Context: an optimization exercise on an open-source flow, tuned for small area, a short achievable clock period and few clock cycles per item. The choices shown serve that exercise and are no tape-out recipe.
The RTL was checked by simulation tests, not by an equivalence proof against the original design.
No activity file was given, so power comes from the tool's default toggle rates.

Design linear_scan_register_allocator_unit, start of the top module:
module linear_scan_register_allocator_unit #(
  parameter int MAX_REGS = lsra_pkg::MAX_REGS_DEF
) (
  input  logic                        clk,
  input  logic                        rst_n,
  input  logic                        in_valid,
  output logic                        in_ready,
  input  logic [lsra_pkg::VAR_W-1:0]   in_var_id,
  input  logic [lsra_pkg::POINT_W-1:0] in_start_point,
  input  logic [lsra_pkg::POINT_W-1:0] in_end_point,
  output logic                        out_valid,
  input  logic                        out_ready,
  output logic [lsra_pkg::VAR_W-1:0]   out_var,
  output logic                        out_spilled,
  output logic [lsra_pkg::REG_IDX_W-1:0] out_reg_index,
  output logic [lsra_pkg::SLOT_W-1:0]  out_stack_slot,
  output logic                        out_last,
  input  logic                        psel,
  input  logic                        penable,
  input  logic                        pwrite,
  input  logic [lsra_pkg::CFG_AW-1:0] paddr,
  input  logic [lsra_pkg::CFG_DW-1:0] pwdata,
  output logic [lsra_pkg::CFG_DW-1:0] prdata,
  output logic                        pready
);
  logic [lsra_pkg::NUM_REGS_W-1:0] num_regs;
  lsra_cfg u_cfg (
    .clk      (clk),
    .rst_n    (rst_n),
    .psel     (psel),
    .penable  (penable),
    .pwrite   (pwrite),
    .paddr    (paddr),
    .pwdata   (pwdata),
    .prdata   (prdata),
    .pready   (pready),
    .num_regs (num_regs)
  );
  lsra_ctrl #(
    .MAX_REGS (MAX_REGS)
  ) u_ctrl (
    .clk      (clk),
    .rst_n    (rst_n),
    .num_regs (num_regs),
    .in_valid       (in_valid),
    .in_ready       (in_ready),
    .in_var_id      (in_var_id),
    .in_start_point (in_start_point),
    .in_end_point   (in_end_point),
    .out_valid      (out_valid),
    .out_ready      (out_ready),
    .out_var        (out_var),
    .out_spilled    (out_spilled),
    .out_reg_index  (out_reg_index),
    .out_stack_slot (out_stack_slot),
    .out_last       (out_last)
  );
endmodule
Size: roughly 160 I/O pins, about 48000 um^2 of cells after synthesis.
Settings: LEC_CHECK=0, ABC_AREA=1, CAP_MARGIN=20, CORE_MARGIN=2, CORE_UTILIZATION=40, CTS_CLUSTER_DIAMETER=100, CTS_CLUSTER_SIZE=25, SETUP_SLACK_MARGIN=4.5, SLEW_MARGIN=20, TNS_END_PERCENT=10; clock period 8.0 ns.
run.sh (not shown) runs the stock make flow with config.mk's settings and CLKGATE_MAP_FILE= SYNTH_SCRIPT=/design/flow/synth_recipe.tcl, a recipe that flattens the netlist after the stock synthesis.
The starting point finished clean.
Testbench counts at the start, summed over its fixed seeds: cycles 14,328, items 12,000.
Change:
- ABC_AREA: 1 -> unset
- CORE_UTILIZATION: 40 -> 55
- CTS_CLUSTER_DIAMETER: 100 -> unset
- CTS_CLUSTER_SIZE: 25 -> unset
- TNS_END_PERCENT: 10 -> unset
The new run finished clean.
Register-to-register slack degrades by 0.15 ns.
Sequential power barely changes.
Power increases by a quarter to a third.
Via count falls slightly.
Clock power came out higher by well over a third.
Change:
- ABC_AREA: unset -> 1
- CORE_UTILIZATION: 55 -> 30
- CTS_CLUSTER_DIAMETER: unset -> 100
- CTS_CLUSTER_SIZE: unset -> 25
After rerunning: The changed run finished clean. Flip-flop and latch count is unchanged. Setup slack gets better by 0.13 ns. Utilization shrinks by 31 points. Cell count goes up by about 34%. Clock-buffer cell count is lower by 57.

* * *

## lane 1
linear_scan_register_allocator_unit again, from the RTL that the note above started with.
clock: 8.0 ns
lec_check: 0
abc_area: 1
cap_margin: 20
core_margin: 2
core_utilization: 40
cts_cluster_diameter: 150
cts_cluster_size: 25
setup_slack_margin: 4.5
slew_margin: 20
Looking at the reports, lane 1 completed the entire flow and the layout it produced met the timing, design-rule and antenna checks.
Testbench counts of lane 1, summed over its fixed seeds: cycles 14,328, items 12,000.
## Diff of input files: lane 2 against lane 1
-- flow/config.mk --
<<< lane 1, line 7
export LEC_CHECK = 0
export ABC_AREA = 1
export CAP_MARGIN = 20
export CORE_MARGIN = 2
export CORE_UTILIZATION = 40
export CTS_CLUSTER_DIAMETER = 150
export CTS_CLUSTER_SIZE = 25
export SETUP_SLACK_MARGIN = 4.5
export SLEW_MARGIN = 20
>>> lane 2, line 7
export LEC_CHECK = 0
export ABC_AREA = 1
export CAP_MARGIN = 0
export CORE_MARGIN = 2
export CORE_UTILIZATION = 40
export CTS_CLUSTER_DIAMETER = 100
export CTS_CLUSTER_SIZE = 25
export SETUP_SLACK_MARGIN = 4.5
export SLEW_MARGIN = 0
### Flow results
Of lane 2 and lane 1, it is lane 2 that has the higher power per standard cell area.
Lane 2 and lane 1 ended up with roughly the same number of clock sinks.
Lane 2 -> lane 1: met3 track demand over resource in global routing flat
Relative to lane 2, the following input files were edited for lane 3:
-- flow/config.mk --
<<< lane 2, line 7
export LEC_CHECK = 0
export ABC_AREA = 1
export CAP_MARGIN = 0
export CORE_MARGIN = 2
export CORE_UTILIZATION = 40
export CTS_CLUSTER_DIAMETER = 100
export CTS_CLUSTER_SIZE = 25
export SETUP_SLACK_MARGIN = 4.5
export SLEW_MARGIN = 0
>>> lane 3, line 7
export LEC_CHECK = 0
export ABC_AREA = 1
export CAP_MARGIN = 20
export CORE_MARGIN = 2
export CORE_UTILIZATION = 40
export CTS_CLUSTER_DIAMETER = 100
export CTS_CLUSTER_SIZE = 25
export PLACE_DENSITY = 0.75
export SETUP_SLACK_MARGIN = 4.5
export SLEW_MARGIN = 20
--- outcome ---
- No stage failed in lane 3, and the final checks on the layout all came back clean.
- Comparing lane 3 against lane 2, there is no change at all in starting density of the core.
- In the flow results for lane 3 and lane 2, the total of fill cells in the finished design is smaller on lane 3.
- Summary — ratio of final minimum period to clock period, lane 3 relative to lane 2: higher, by 0.61 points.
- On largest fanout on the critical path: between lane 3 and lane 2, it ends up lower for lane 2.
- Compared with lane 2, lane 3 shows a higher sum of met3 wire segment lengths after detailed routing.
- Sort lane 3 and lane 2 by clock-buffer cell count asc -> top: lane 2
- Kind of critical path: in -> out -> lane 2, reg -> reg -> lane 3
Modified inputs, lane 4 compared to lane 3
==> flow/config.mk <==
export PLATFORM = sky130hd
export DESIGN_NAME = linear_scan_register_allocator_unit
export DESIGN_NICKNAME = linear_scan_register_allocator_unit
export VERILOG_FILES = /design/flow/design.v
export SDC_FILE = /design/flow/constraint.sdc
export NUM_CORES = 4
export LEC_CHECK = 0
export CAP_MARGIN = 20
export CORE_MARGIN = 2
export CORE_UTILIZATION = 40
export SETUP_SLACK_MARGIN = 4.5
export SLEW_MARGIN = 20
## What came out
- The flow did not stop early for lane 4: all stages ran, and the layout cleared the timing, design-rule and antenna checks.
- As far as number of enable-type register cells in the synthesized netlist goes, lane 3 and lane 4 are indistinguishable; the numbers are identical.
- Against lane 3 as the reference, lane 4 delivers a lower count of antenna diodes in the layout.
- Lane 3 was routed with more vias than lane 4.
- Lane 3 has higher post-placement cell area than lane 4.
- Changes observed in lane 4 relative to lane 3: number of instances in the synthesized netlist shows a reduction of 991, global-route usage shows an increase of 1.8 points, portion of the clock cycle consumed by the worst path in the final layout shows no meaningful change, total of plain and repair buffers excluding clock buffers shows an increase of about 55%.
- Lane 3 reports its slowest cell on the critical path as inv_1 while lane 4 reports or4_4.
- Comparing mapped cell area for lane 4 and lane 3, the smaller number came from lane 4.
- Between lane 4 and lane 3, it is lane 4 whose area inside the core boundary is lower, by about 2%.

separate check: timing with driven ports:
Ports are ideal in the flow. The routed layouts listed here were re-timed in OpenROAD.
Step 1 sets driving cells, clkbuf_16 on the clock port and buf_2 on the other inputs (assumed; they add their load-dependent delay and slew).
Step 2 moves the port delays by t, midway between the first and last clock arrival at a register: inputs arrive t later, outputs are due t later. That takes back most of the time a late clock gives input paths.
Three values: ideal, step 1, step 2; two values: the first two.
| run | shift t [ns] | slack for setup (ns) | worst register clock-pin slew, ns |
|---|---|---|---|
| the first run of note 1 | 0.724 | 4.306 / 4.231 / 4.037 | 0.11 / 0.11 |
| the second run of note 1 | 0.742 | 4.371 / 4.371 / 4.371 | 0.07 / 0.07 |
| the third run of note 1 | 0.709 | 4.497 / 4.447 / 4.053 | 0.12 / 0.12 |
| lane 1 | 0.702 | 4.488 / 4.440 / 4.440 | 0.12 / 0.12 |
| lane 2 | 0.705 | 4.479 / 4.440 / 4.440 | 0.11 / 0.11 |
| lane 3 | 0.727 | 4.430 / 4.430 / 4.106 | 0.11 / 0.11 |
| lane 4 | 0.754 | 4.431 / 4.394 / 4.394 | 0.07 / 0.07 |
After both steps every run listed still meets setup and hold. The setup slack of the third run of note 1, which loses most, moves by -0.050 ns with the drivers and by -0.444 ns with both steps.
